What follows belongs to an exercise in optimizing a design on an open flow for small area, a short achievable clock period and few clock cycles; a production flow would make more cautious choices.
Where RTL was checked, it was by simulation tests only, not by an equivalence proof against the original.
Power figures rest on the tool's default switching activity, not on a simulated workload.

==> run R: inputs <==
==> flow/design.v <==
module compressorTop (
  input  logic       clock,
  input  logic       arstN,
  input  logic       inValid,
  input  logic [7:0] inByte,
  input  logic       inLast,
  output logic       inReady,
  output logic       tokenValid,
  output logic       tokenIsCopy,
  output logic [7:0] tokenLiteral,
  output logic [8-1:0] tokenOffset,
  output logic [3:0] tokenLength,
  input  logic       creditReturn,
  output logic       blockDone
);
  logic       inRdy;        
  logic [8:0] accCnt;       
  logic       accEnded;     
  logic       irV;          
  logic [7:0] irB;
  logic       irLast;
  logic [7:0] hist0 [64];   
  logic [7:0] hist1 [64];
  logic [7:0] hist2 [64];
  logic [7:0] hist3 [64];
  logic [7:0] ring  [16];   
  logic [8:0] wrPtr;        
  logic       ended;        
  logic [3:0] wBk;          
  logic [7:0] wHi, wLo;     
  logic [7:0]   tPos [256];
  logic [255:0] tVal;
  logic         clrV;       
  logic [8:0] aPos;         
  logic [7:0] idxA;         
  logic [7:0] idxQ [4];     
  logic       idxOK;        
  logic       nhA;          
  logic       aHold;        
  logic       rV;
  logic [8:0] rPos;
  logic [1:0] rM;           
  logic [8:0] rPm;          
  logic       rOK;          
  logic       hitR;
  logic [7:0] cR;
  logic [5:0] rRow;         
  logic [5:0] rRow1;        
  logic [7:0] idxRr;
  logic       nhR;
  logic       fin;          
  logic       bV;
  logic [8:0] p;            
  logic [8:0] pmB;          
  logic [1:0] m;
  logic       hitB;
  logic [7:0] cB;
  logic [5:0] bRow;
  logic [7:0] idxB;
  logic       nhB;
  logic [7:0] candB [4];    
  logic [7:0] curB  [4];    
  logic [3:0] rngB;         
  logic [7:0] litB;
  logic [7:0] offB;
  logic       lastLitB;     
  logic [3:0] lastCpB;      
  logic [7:0] hB [4];       
  logic [3:0] hvB;          
  logic [3:0] nhBj;         
  logic       oV, oCopy, oLast;
  logic [7:0] oLit, oOff;
  logic [3:0] oLen;
  logic [2:0] credits;
  logic       hcR;          
  logic       tvR, bdR;     
  logic       accept, lastAcc, lim0, lim1;
  logic [8:0] lag;
  assign accept  = inValid & inRdy;
  assign lastAcc = inLast | (~fin & (accCnt == 9'd255));
  logic [8:0] rBase;
  assign rBase   = !aHold ? p : (rV ? rPm : pmB);
  assign lag     = accCnt - rBase;
  assign lim0    = (lag <= 9'd15);
  assign lim1    = (lag <= 9'd14);
  logic [3:0] eqB, mkB, mkK;
  logic [2:0] cnt;
  logic [3:0] lCur;
  logic       cont, isCopy, outFree, go, emit, last, cpEmit, litEmit;
  logic [8:0] pmJ [4];
  logic [8:0] pNext;
  always_comb begin
    for (int b = 0; b < 4; b++) begin
      eqB[b] = (curB[b] == candB[b]);
    end
    mkB = eqB & rngB;
    for (int k = 0; k < 4; k++) begin
      logic [1:0] bk;
      bk     = 2'(k) + cB[1:0];
      mkK[k] = mkB[bk];
    end
    for (int j = 0; j < 4; j++) pmJ[j] = pmB + 9'(j);
  end
  assign cnt    = !mkK[0] ? 3'd0 : !mkK[1] ? 3'd1 : !mkK[2] ? 3'd2 : !mkK[3] ? 3'd3 : 3'd4;
  assign lCur   = {m, cnt[1:0]};
  assign cont   = hitB & cnt[2];
  assign isCopy = hitB & ~cnt[2] & ((m != 2'd0) | (cnt[1:0] == 2'd3));
  assign outFree = ~oV | hcR;
  assign go      = bV & outFree & ~fin;
  assign emit    = go & ~cont;
  assign cpEmit  = emit & isCopy;
  assign litEmit = emit & ~isCopy;
  assign last    = isCopy ? lastCpB[cnt[1:0]] : lastLitB;
  assign pNext   = isCopy ? pmJ[cnt[1:0]] : (p + 9'd1);
  logic [5:0] rowb  [4];
  logic [7:0] candRd [4];
  logic [7:0] curRd  [4];
  logic [7:0] rk     [6];    
  logic [3:0] rngK, rngRd;
  logic [8:0] pmR, avR;
  logic       rMove, rFree;
  logic [3:0] k0R;
  assign k0R = {rM, 2'b00};
  assign pmR = rPm;
  assign avR = wrPtr - rPos;
  always_comb begin
    for (int b = 0; b < 4; b++) begin
      rowb[b] = (2'(b) < cR[1:0]) ? rRow1 : rRow;
    end
    for (int k = 0; k < 4; k++) begin
      rngK[k] = ({1'b0, k0R} + 5'(k) < 5'd15) & (avR > 9'(k0R + 4'(k)));
    end
    for (int k = 0; k < 6; k++) begin
      logic [3:0] a;
      a     = pmR[3:0] + 4'(k);
      rk[k] = ring[a];
    end
    for (int b = 0; b < 4; b++) begin
      logic [1:0] kb;
      kb       = 2'(b) - cR[1:0];
      curRd[b] = rk[kb];
      rngRd[b] = rngK[kb];
    end
  end
  assign candRd[0] = hist0[rowb[0]];
  assign candRd[1] = hist1[rowb[1]];
  assign candRd[2] = hist2[rowb[2]];
  assign candRd[3] = hist3[rowb[3]];
  assign rMove = rV & rOK & ~fin & (~bV | litEmit);
  assign rFree = ~rV | rMove;
  logic [9:0] wrN;
  logic       endN, okC, okA, okH;
  assign wrN  = {1'b0, wrPtr} + {9'd0, irV};
  assign endN = ended | (irV & irLast);
  assign okC  = endN | (wrN >= {1'b0, pmB} + ((m == 2'd2) ? 10'd7 : 10'd8));
  assign okA  = endN | (wrN >= {1'b0, aPos} + 10'd4);
  assign okH  = endN | (wrN >= {1'b0, rPm} + ((rM == 2'd3) ? 10'd3 : 10'd4));
  logic       fwdR, fwdB, aHit, aGo;
  logic [7:0] aC;
  logic       avl0, avl1, nh0, nh1;
  localparam logic [31:0] K = 32'haa55ff00;    
  logic [7:0] tRdQ [4];
  logic [3:0] tVlQ;
  logic [7:0] tRd;
  logic       tVl;
  always_comb begin
    for (int q = 0; q < 4; q++) begin
      logic [7:0] a;
      a       = {2'(q), 6'(idxQ[q] ^ K[q*8 +: 8])};
      tRdQ[q] = tPos[a];
      tVlQ[q] = tVal[a];
    end
  end
  assign tRd = tRdQ[idxA[7:6]];
  assign tVl = tVlQ[idxA[7:6]];
  assign fwdR = rV & ~nhR & (idxRr == idxA);
  assign fwdB = bV & ~nhB & (idxB == idxA);
  always_comb begin
    if (fwdR) begin
      aC = rPos[7:0];
    end else if (fwdB) begin
      aC = p[7:0];
    end else begin
      aC = tRd;
    end
    aHit = ~nhA & (fwdR | fwdB | tVl);
  end
  assign aGo = idxOK & ~aHold & rFree & ~fin & ~(go & cont) & ~cpEmit;
  logic [9:0] aP3;
  assign aP3  = {1'b0, aPos} + 10'd3;
  assign avl0 = ended | ({1'b0, wrPtr} >= aP3);
  assign avl1 = ended | ({1'b0, wrPtr} >  aP3);
  assign nh0  = ended & ({1'b0, wrPtr} <  aP3);
  assign nh1  = ended & ({1'b0, wrPtr} <= aP3);
  logic [8:0] aPos1;
  assign aPos1 = aPos + 9'd1;
  logic [7:0] ra [4];
  logic [7:0] ha0, ha1;
  always_comb begin
    for (int k = 0; k < 4; k++) ra[k] = ring[4'(aPos[3:0] + 4'(k))];
  end
  assign ha0 = ra[0] ^ ra[1] ^ ra[2];
  assign ha1 = ra[1] ^ ra[2] ^ ra[3];
  assign inReady      = inRdy;
  assign tokenValid   = tvR;
  assign blockDone    = bdR;
  assign tokenIsCopy  = oCopy;
  assign tokenLiteral = oLit;
  assign tokenOffset  = oOff;
  assign tokenLength  = oLen;
  logic [2:0] cSp;
  assign cSp = credits - {2'd0, tokenValid};
  logic oVN, hcN;
  assign oVN = emit | (oV & ~tokenValid);
  assign hcN = creditReturn | (cSp != 3'd0);
  always_ff @(posedge clock or negedge arstN) begin
    if (!arstN) begin
      inRdy    <= 1'b0;
      tvR      <= 1'b0;
      bdR      <= 1'b0;
      accCnt   <= '0;
      accEnded <= 1'b0;
      irV      <= 1'b0;
      wrPtr    <= '0;
      ended    <= 1'b0;
      clrV     <= 1'b1;
      fin      <= 1'b0;
      aPos     <= '0;
      idxOK    <= 1'b0;
      aHold    <= 1'b0;
      rV       <= 1'b0;
      wBk      <= '0;
      wHi      <= 8'd1;
      wLo      <= 8'd1;
      rOK      <= 1'b0;
      bV       <= 1'b0;
      p        <= '0;
      oV       <= 1'b0;
      oCopy    <= 1'b0;
      oLit     <= '0;
      oOff     <= '0;
      oLen     <= '0;
      oLast    <= 1'b0;
      credits  <= 3'(4);
      hcR      <= 1'b1;
    end else begin
      credits <= cSp + {2'd0, creditReturn};
      hcR     <= hcN;
      irV <= accept;
      if (emit && last) begin
        inRdy <= 1'b1;
      end else if (fin) begin
        inRdy <= ~(accept & lastAcc);
      end else if (accept) begin
        inRdy <= lim1 & ~lastAcc;
      end else begin
        inRdy <= lim0 & ~accEnded;
      end
      if (fin) begin
        accCnt   <= accept ? 9'd1 : 9'd0;
        accEnded <= accept & lastAcc;
      end else if (accept) begin
        accCnt <= accCnt + 9'd1;
        if (lastAcc) accEnded <= 1'b1;
      end
      begin
        logic [8:0] wn;
        wn  = fin ? 9'd0 : (wrPtr + {8'd0, irV});
        wBk <= accept ? (4'b0001 << wn[1:0]) : 4'b0000;
        wHi <= 8'b00000001 << wn[7:5];
        wLo <= 8'b00000001 << wn[4:2];
      end
      if (fin) begin
        wrPtr <= '0;
        ended <= 1'b0;
      end else if (irV) begin
        wrPtr <= wrPtr + 9'd1;
        if (irLast) ended <= 1'b1;
      end
      clrV <= fin;
      fin  <= emit & last;
      if (emit) begin
        oCopy <= isCopy;
        oLit  <= litB;
        oOff  <= offB;
        oLen  <= isCopy ? lCur : 4'd1;
        oLast <= last;
      end
      if (emit) begin
        oV <= 1'b1;
      end else if (tokenValid) begin
        oV <= 1'b0;
      end
      tvR <= oVN & hcN;
      bdR <= oVN & hcN & (emit ? last : oLast);
      if (fin) begin
        p  <= '0;
        bV <= 1'b0;
      end else begin
        if (emit) p <= pNext;
        if (rMove) begin
          bV <= 1'b1;
        end else if (emit || (go && cont)) begin
          bV <= 1'b0;
        end
      end
      if (fin || cpEmit) begin
        rV <= 1'b0;
      end else if (go && cont) begin
        rV <= 1'b1;
      end else if (aGo) begin
        rV <= 1'b1;
      end else if (rMove) begin
        rV <= 1'b0;
      end
      if (go && cont) begin
        rOK <= okC;
      end else if (aGo) begin
        rOK <= okA;
      end else begin
        rOK <= okH;
      end
      if (fin) begin
        aPos  <= '0;
        idxOK <= 1'b0;
        aHold <= 1'b0;
      end else if (cpEmit) begin
        aPos  <= pNext;
        idxOK <= hvB[cnt[1:0]];
        aHold <= 1'b0;
      end else if (go && cont) begin
        idxOK <= 1'b0;
        aHold <= 1'b1;
      end else if (aGo) begin
        aPos  <= aPos1;
        idxOK <= avl1;
      end else begin
        idxOK <= avl0 & ~aHold;
      end
    end
  end
  always_ff @(posedge clock) begin
    if (inRdy) begin
      irB    <= inByte;
      irLast <= lastAcc;
    end
    if (irV) begin
      ring[wrPtr[3:0]] <= irB;
    end
    if (cpEmit) begin
      idxA <= hB[cnt[1:0]];
      nhA  <= nhBj[cnt[1:0]];
      for (int q = 0; q < 4; q++) idxQ[q] <= hB[cnt[1:0]] ^ K[q*8 +: 8];
    end else if (aGo) begin
      idxA <= ha1;
      nhA  <= nh1;
      for (int q = 0; q < 4; q++) idxQ[q] <= ha1 ^ K[q*8 +: 8];
    end else begin
      idxA <= ha0;
      nhA  <= nh0;
      for (int q = 0; q < 4; q++) idxQ[q] <= ha0 ^ K[q*8 +: 8];
    end
    if (go && cont) begin
      rPos  <= p;
      rM    <= m + 2'd1;
      rPm   <= pmB + 9'd4;
      hitR  <= 1'b1;
      cR    <= cB;
      rRow  <= bRow + 6'd1;
      rRow1 <= bRow + 6'd2;
      idxRr <= idxB;
      nhR   <= nhB;
    end else if (aGo) begin
      rPos  <= aPos;
      rM    <= 2'd0;
      rPm   <= aPos;
      hitR  <= aHit;
      cR    <= aC;
      rRow  <= aC[7:2];
      rRow1 <= aC[7:2] + 6'd1;
      idxRr <= idxA;
      nhR   <= nhA;
    end
    if (rMove) begin
      pmB      <= pmR;
      m        <= rM;
      hitB     <= hitR;
      cB       <= cR;
      bRow     <= rRow;
      idxB     <= idxRr;
      nhB      <= nhR;
      for (int b = 0; b < 4; b++) begin
        candB[b] <= candRd[b];
        curB[b]  <= curRd[b];
      end
      rngB     <= rngRd;
      litB     <= rk[0];
      offB     <= rPos[7:0] - cR;
      lastLitB <= ended & (avR == 9'd1);
      for (int j = 0; j < 4; j++) begin
        lastCpB[j] <= ended & (avR == 9'({k0R} + 4'(j)));
        hB[j]      <= rk[j] ^ rk[j+1] ^ rk[j+2];
        hvB[j]     <= ended | ({1'b0, wrPtr} >= {1'b0, pmR} + 10'(j + 3));
        nhBj[j]    <= ended & ({1'b0, wrPtr} <  {1'b0, pmR} + 10'(j + 3));
      end
    end
  end
  always_ff @(posedge clock) begin
    for (int r = 0; r < 64; r++) begin
      if (wBk[0] && wHi[r / 8] && wLo[r % 8]) hist0[r] <= irB;
      if (wBk[1] && wHi[r / 8] && wLo[r % 8]) hist1[r] <= irB;
      if (wBk[2] && wHi[r / 8] && wLo[r % 8]) hist2[r] <= irB;
      if (wBk[3] && wHi[r / 8] && wLo[r % 8]) hist3[r] <= irB;
    end
  end
  always_ff @(posedge clock) begin
    if (bV && !nhB) tPos[idxB] <= p[7:0];
  end
  always_ff @(posedge clock) begin
    if (clrV) begin
      tVal <= '0;
    end else if (bV && !nhB) begin
      tVal[idxB] <= 1'b1;
    end
  end
endmodule
==> flow/flow/run.sh <==
#!/bin/bash
# Standard synthesis and layout; only the setup repair margin differs from the
# standard flow, so repair_timing keeps improving paths below the 12 ns target.
set -euo pipefail
bash standard.sh synth > synth.log 2>&1
bash standard.sh SETUP_SLACK_MARGIN=8 finish > layout.log 2>&1
==> flow/standard.sh <==
#!/bin/bash
# synth_recipe.tcl (not shown) runs the flow's synth.tcl, then flattens the netlist and writes it again
# the make line also repeats each setting of config.mk as NAME=value (left out here)
make -C /OpenROAD-flow-scripts/flow DESIGN_CONFIG=/design/flow/config.mk WORK_HOME=/design/flow/orfs CLKGATE_MAP_FILE= SYNTH_SCRIPT=/design/flow/synth_recipe.tcl "${@:-finish}"
==> flow/config.mk <==
export PLATFORM = sky130hd
export DESIGN_NAME = compressorTop
export DESIGN_NICKNAME = compressorTop
export VERILOG_FILES = /design/flow/design.v
export SDC_FILE = /design/flow/constraint.sdc
export NUM_CORES = 4
export LEC_CHECK = 0
export CAP_MARGIN = 20
export CORE_MARGIN = 2
export CORE_UTILIZATION = 55
export PLACE_DENSITY = 0.65
export SLEW_MARGIN = 20
==> flow/constraint.sdc <==
create_clock -name core_clock -period 12.0 [get_ports {clock}]
set_input_delay 2.4000 -clock core_clock [delete_from_list [all_inputs] [get_ports {clock}]]
set_output_delay 2.4000 -clock core_clock [all_outputs]
set_load 0.01 [all_outputs]
==> inputs of run B, as changes to run R <==
--- a/flow/design.v
+++ b/flow/design.v
@@ -78,8 +78,6 @@
   logic [8:0] lag;
   assign accept  = inValid & inRdy;
-  assign lastAcc = inLast | (~fin & (accCnt == 9'd255));
-  logic [8:0] rBase;
-  assign rBase   = !aHold ? p : (rV ? rPm : pmB);
-  assign lag     = accCnt - rBase;
+  assign lastAcc = inLast | (accCnt == 9'd255);
+  assign lag     = accCnt - p;
   assign lim0    = (lag <= 9'd15);
   assign lim1    = (lag <= 9'd14);
@@ -237,9 +235,4 @@
       p        <= '0;
       oV       <= 1'b0;
-      oCopy    <= 1'b0;
-      oLit     <= '0;
-      oOff     <= '0;
-      oLen     <= '0;
-      oLast    <= 1'b0;
       credits  <= 3'(4);
       hcR      <= 1'b1;
@@ -248,8 +241,6 @@
       hcR     <= hcN;
       irV <= accept;
-      if (emit && last) begin
+      if (fin) begin
         inRdy <= 1'b1;
-      end else if (fin) begin
-        inRdy <= ~(accept & lastAcc);
       end else if (accept) begin
         inRdy <= lim1 & ~lastAcc;
@@ -258,6 +249,6 @@
       end
       if (fin) begin
-        accCnt   <= accept ? 9'd1 : 9'd0;
-        accEnded <= accept & lastAcc;
+        accCnt   <= '0;
+        accEnded <= 1'b0;
       end else if (accept) begin
         accCnt <= accCnt + 9'd1;
@@ -281,11 +272,4 @@
       fin  <= emit & last;
       if (emit) begin
-        oCopy <= isCopy;
-        oLit  <= litB;
-        oOff  <= offB;
-        oLen  <= isCopy ? lCur : 4'd1;
-        oLast <= last;
-      end
-      if (emit) begin
         oV <= 1'b1;
       end else if (tokenValid) begin
@@ -405,4 +389,11 @@
       end
     end
+    if (emit) begin
+      oCopy <= isCopy;
+      oLit  <= litB;
+      oOff  <= offB;
+      oLen  <= isCopy ? lCur : 4'd1;
+      oLast <= last;
+    end
   end
   always_ff @(posedge clock) begin
--- a/flow/flow/run.sh
+++ b/flow/flow/run.sh
@@ -4,3 +4,3 @@
 set -euo pipefail
 bash standard.sh synth > synth.log 2>&1
-bash standard.sh SETUP_SLACK_MARGIN=8 finish > layout.log 2>&1
+bash standard.sh SETUP_SLACK_MARGIN=9 finish > layout.log 2>&1
- CORE_UTILIZATION: 55 -> 40
- PLACE_DENSITY: 0.65 -> not set
==> inputs of run C, as changes to run R <==
- CORE_UTILIZATION: 55 -> 50
- PLACE_DENSITY: 0.65 -> not set
==> summary of the runs <==
- The lowest via count belongs to run R, the highest to run B.
- In synthesized area, run C and run R do not differ.
- Clock power: run B is larger than run C (about 5%).
- Flip-flop and latch count is the same in run C and run B.
- Between run C and run B, the lower hold slack is in run B (gap 46 ps).
- Between run R and run C, the lower power is in run R (gap about 1.2%, measured against run C).
- Of run R and run B, run R has the higher critical path depth (gap 7).
- Global-route usage: run B < run C < run R.
- Run R completed without violations. Run C passed the timing, design-rule and antenna checks. Run B went through all stages and came out clean.
==> figures <==
Count of flip-flops with a built-in enable after synthesis: run B 4,467; run C 4,446; run R 4,446
Critical path capture point: run B tokenOffset[1]; run C candB[3][0]; run R candB[2][3]
Final HPWL DP: run B 417,000 µm; run C 434,000 µm; run R 413,000 µm
Die area: run B 499,000 µm²; run C 402,000 µm²; run R 365,000 µm²
Standard cell with the maximum stage delay on the critical path: run B edfxtp_1; run C nor4_1; run R nor2_1
Netlist area before placement: run B 198,000 µm²; run C 198,000 µm²; run R 198,000 µm²
Period Utilization, post-route: run B 37.6%; run C 34.3%; run R 35.6%
Post-route core utilization: run B 49.3%; run C 57.2%; run R 62.8%
Launch instance of the worst register-to-register path: run B candB[2][1]; run C rRow[5]; run R rRow1[2]
Net count after synthesis: run B 11,300; run C 11,500; run R 11,500
Worst stage delay on the critical path: run B 830 ps; run C 1060 ps; run R 970 ps
Minimum setup slack among reg-to-reg paths: run B 7710 ps; run C 7890 ps; run R 7730 ps
Worst supply voltage drop on vdd: run B 0.184 mV; run C 0.217 mV; run R 0.301 mV
Clock latency of the later-clocked register in the worst-skew pair: run B 1060 ps; run C 1100 ps; run R 1020 ps
Leading power group: run B combinational logic; run C combinational logic; run R sequential cells
Run status: run B timing/DRC/antenna clean; run C timing/DRC/antenna clean; run R timing/DRC/antenna clean
Depth of the worst register-to-register path: run B 16; run C 11; run R 8
Testbench counts of run R, summed over its fixed seeds: cycles 23,904.
Testbench counts of run C, summed over its fixed seeds: cycles 23,904.
For run B, only the layout was checked, not whether the RTL still works.

## separate check: timing with driven ports
How much do the figures lean on ideal ports? The routed layouts below were timed once more, with nothing changed but the port constraints.
Step 1, drivers: a clkbuf_16 drives clock and a buf_2 each remaining input, both assumed.
Step 2 also shifts input and output timing later by t, the mid clock arrival at the registers, as if the neighbouring blocks saw the same clock.
Three values: ideal ports, drivers, drivers and shift; two values: the first two.
run	t (ns)	setup slack, ns	worst setup path after step 2	latest minus earliest clock arrival (ns)
run R	1.107	7.728 / 7.728 / 7.335	input to register	0.095 / 0.095
run B	1.143	7.489 / 7.373 / 7.707	register to register	0.099 / 0.099
run C	1.152	7.889 / 7.870 / 7.475	input to register	0.090 / 0.090
After both steps setup and hold are still met in every run listed. The setup slack of run C, which loses most, moves by -0.019 ns with the drivers and by -0.414 ns with both steps.
